Background: an optimization exercise with open tools, aiming at small area, a short achievable clock period and few clock cycles per item. Do not read the settings as production practice. In this exercise RTL edits were held to simulation tests only and were not proved equivalent to the original.

// iir_allpole
module iir_allpole
#(
    parameter int N    = 10,
    parameter int W    = 16,
    parameter int FRAC = 14
) (
    input  logic                clock,
    input  logic                reset,
    input  logic signed [W-1:0] in_data,
    input  logic                in_valid,
    output logic                in_ready,
    input  logic [N-1:0][W-1:0] coef,
    output logic signed [W-1:0] out_data,
    output logic                out_valid,
    input  logic                out_ready,
    output logic                busy,
    output logic                ovf
);
    logic [N-1:0][23:0]  enc_q;     
    logic [N-1:0][W-1:0] hist_q;    
    logic [W-1:0]        x_q;       
    logic [2:1]          v_q;       
    logic [2:0]          cnt_q;     
    logic [2:0]          ovfh_q;    
    logic                fire, xfer;
    logic [34:0] ps0_q, pc0_q;   
    logic [34:0] ps1_q, pc1_q;   
    wire none0_0 = enc_q[0][0];
    wire ntwo0_0 = enc_q[0][1];
    wire neg0_0 = enc_q[0][2];
    wire none0_1 = enc_q[0][3];
    wire ntwo0_1 = enc_q[0][4];
    wire neg0_1 = enc_q[0][5];
    wire none0_2 = enc_q[0][6];
    wire ntwo0_2 = enc_q[0][7];
    wire neg0_2 = enc_q[0][8];
    wire none0_3 = enc_q[0][9];
    wire ntwo0_3 = enc_q[0][10];
    wire neg0_3 = enc_q[0][11];
    wire none0_4 = enc_q[0][12];
    wire ntwo0_4 = enc_q[0][13];
    wire neg0_4 = enc_q[0][14];
    wire none0_5 = enc_q[0][15];
    wire ntwo0_5 = enc_q[0][16];
    wire neg0_5 = enc_q[0][17];
    wire none0_6 = enc_q[0][18];
    wire ntwo0_6 = enc_q[0][19];
    wire neg0_6 = enc_q[0][20];
  ...
make LEC_CHECK=0 ABC_AREA=1 CAP_MARGIN=20 CORE_MARGIN=2 CORE_UTILIZATION=60 SETUP_SLACK_MARGIN=5 SLEW_MARGIN=20 SYNTH_HIERARCHICAL=1 finish   # period 11.0 ns
run.sh (not shown) runs the stock make flow with config.mk's settings and CLKGATE_MAP_FILE= SYNTH_SCRIPT=/design/flow/synth_recipe.tcl, a recipe that flattens the netlist after the stock synthesis.
Testbench counts at the start, summed over its fixed seeds: cycles 3,192, items 3,072.
Change:
Settings changed: CORE_UTILIZATION 60 to 70.
Result: The changed run went through all stages and came out clean. Wire length hardly moves. Die area is lower by about a fifth. Via count grows by a few percent. Critical path depth is higher by 6. Setup slack is worse by 0.11 ns. Synthesized cell count does not change. Non-clock buffer count shrinks by 6.
Change:
==> flow/flow/run.sh (new file) <==
#!/bin/bash
# The standard layout with two changes: the port buffers are the smallest
# plain buffer (buf_1) instead of the delay buffer buffer_ports picks by
# default, and timing repair aims 5.7 ns below the clock period. make's output,
# which includes every tool's, goes to layout.log here; ORFS also keeps each
# step's log under orfs/logs.
set -euo pipefail
bash standard.sh "BUFFER_PORTS_ARGS=-buffer_cell sky130_fd_sc_hd__buf_1" SETUP_SLACK_MARGIN=5.7 finish > layout.log 2>&1
==> flow/standard.sh (new file) <==
#!/bin/bash
# synth_recipe.tcl (not shown) runs the flow's synth.tcl, then flattens the netlist and writes it again
# the make line also repeats each setting of config.mk as NAME=value (left out here)
make -C /OpenROAD-flow-scripts/flow DESIGN_CONFIG=/design/flow/config.mk WORK_HOME=/design/flow/orfs CLKGATE_MAP_FILE= SYNTH_SCRIPT=/design/flow/synth_recipe.tcl "${@:-finish}"
Settings changed: CORE_UTILIZATION 70 to 60, SETUP_SLACK_MARGIN 5 to default.
removed: flow/run.sh
Routed wire length rose by 4.0%.
Clock skew hardly moves.
Global-route usage fell by 6.7 points.
Cell count rose by 6.4%.
Die area rose by 16%.
Setup slack gets better by 0.50 ns.
Worst hold slack gets better by 0.0056 ns.
Design area rose by 8.5%.

---

Setup of v46:
iir_allpole again, from the RTL that the note above started with.
Settings: LEC_CHECK=0, ABC_AREA=1, CAP_MARGIN=20, CORE_MARGIN=2, CORE_UTILIZATION=60, SLEW_MARGIN=20, SYNTH_HIERARCHICAL=1; clock period 11.0 ns.
standard.sh (not shown) runs the stock make flow with config.mk's settings and CLKGATE_MAP_FILE= SYNTH_SCRIPT=/design/flow/synth_recipe.tcl, a recipe that flattens the netlist after the stock synthesis.
==> flow/flow/run.sh <==
#!/bin/bash
# The standard layout with two changes: the port buffers are the smallest
# plain buffer (buf_1) instead of the delay buffer buffer_ports picks by
# default, and timing repair aims 5.5 ns below the clock period. make's output,
# which includes every tool's, goes to layout.log here; ORFS also keeps each
# step's log under orfs/logs.
set -euo pipefail
bash standard.sh "BUFFER_PORTS_ARGS=-buffer_cell sky130_fd_sc_hd__buf_1" SETUP_SLACK_MARGIN=5.5 finish > layout.log 2>&1
Testbench counts of v46, summed over its fixed seeds: cycles 3,192, items 3,072.
Here is what was changed in the inputs of v36 compared with v46.
==> flow/flow/run.sh <==
#!/bin/bash
# The standard layout with two changes: the port buffers are the smallest
# plain buffer (buf_1) instead of the delay buffer buffer_ports picks by
# default, and timing repair aims 5.3 ns below the clock period. make's output,
# which includes every tool's, goes to layout.log here; ORFS also keeps each
# step's log under orfs/logs.
set -euo pipefail
bash standard.sh "BUFFER_PORTS_ARGS=-buffer_cell sky130_fd_sc_hd__buf_1" SETUP_SLACK_MARGIN=5.3 finish > layout.log 2>&1
==> notes.md <==
- Looking at final critical path time including I/O delays and setup, v36 sits above v46.
- Compared to v46, v36 has area overhead of the layout relative to synthesis 3.2 points lower.
- v36 improves on v46 in design area.
- Taking v46 as the reference, in v36 overall global routing resource usage now smaller.
- Comparing v46 against v36, there is no change at all in maximum buffer depth of the clock tree.
- Comparing v36 against v46, there is no change at all in count of input and output buffers.
- Of the two candidates, v46 has the better worst setup slack and v36 the worse one.
Changes in v43 relative to v36:
==> flow/flow/run.sh <==
#!/bin/bash
# The standard layout with two changes: the port buffers are the smallest
# plain buffer (buf_1) instead of the delay buffer buffer_ports picks by
# default, and timing repair aims 5.4 ns below the clock period. make's output,
# which includes every tool's, goes to layout.log here; ORFS also keeps each
# step's log under orfs/logs.
set -euo pipefail
bash standard.sh "BUFFER_PORTS_ARGS=-buffer_cell sky130_fd_sc_hd__buf_1" SETUP_SLACK_MARGIN=5.4 finish > layout.log 2>&1
### Flow results
Compared with v36, v43 degrades wire length of the first global-routing pass. Re met1 capacity usage during global routing: v36 and v43 aren't equal, and the lower value belongs to v36. When the final numbers for v36 and v43 were put side by side, the routing usage on met2 turned out to be greater in v43. The lower number of global-route vias before repair of v36 and v43 is in v36. As far as post-route antenna net violation count goes, v36 and v43 are indistinguishable; the numbers are identical. The fraction of met3 tracks used by global routing on v36 is in line with that on v43. The final cell area excluding filler cells of v43 exceeds that of v36 by 980 um^2.

-- what the ideal ports hide --
The flow's constraints put no driver on any port. The routed layouts listed below were extracted and timed again, unchanged, in two steps. Step 1 (the two cells are an assumption about what drives the block):
set clk [get_ports {clock}]
set_driving_cell -lib_cell sky130_fd_sc_hd__clkbuf_16 $clk
set_driving_cell -lib_cell sky130_fd_sc_hd__buf_2 [delete_from_list [all_inputs] $clk]
Step 2 moves the port delays by t, midway between the first and last clock arrival at a register: inputs arrive t later, outputs are due t later. That takes back most of the time a late clock gives input paths. Slacks: no drivers / after step 1 / after step 2; pairs: no drivers / after step 1.
run | shift t [ns] | slack for setup (ns) | hold slack, ns | cell pins on the clock port's net
the first run of note 1 | 0.778 | 5.083 / 5.061 / 5.061 | 0.494 / 0.494 / 0.494 | 1
the second run of note 1 | 0.750 | 4.971 / 4.971 / 4.971 | 0.497 / 0.497 / 0.497 | 1
the third run of note 1 | 0.789 | 5.473 / 5.473 / 5.473 | 0.503 / 0.503 / 0.503 | 1
v46 | 0.774 | 5.408 / 5.408 / 5.408 | 0.502 / 0.502 / 0.502 | 1
v36 | 0.782 | 5.304 / 5.304 / 5.304 | 0.500 / 0.500 / 0.500 | 1
v43 | 0.780 | 5.434 / 5.434 / 5.434 | 0.502 / 0.502 / 0.502 | 1
After both steps setup and hold are still met in every run listed. The setup slack of the first run of note 1, which loses most, moves by -0.022 ns with the drivers and by -0.022 ns with both steps.
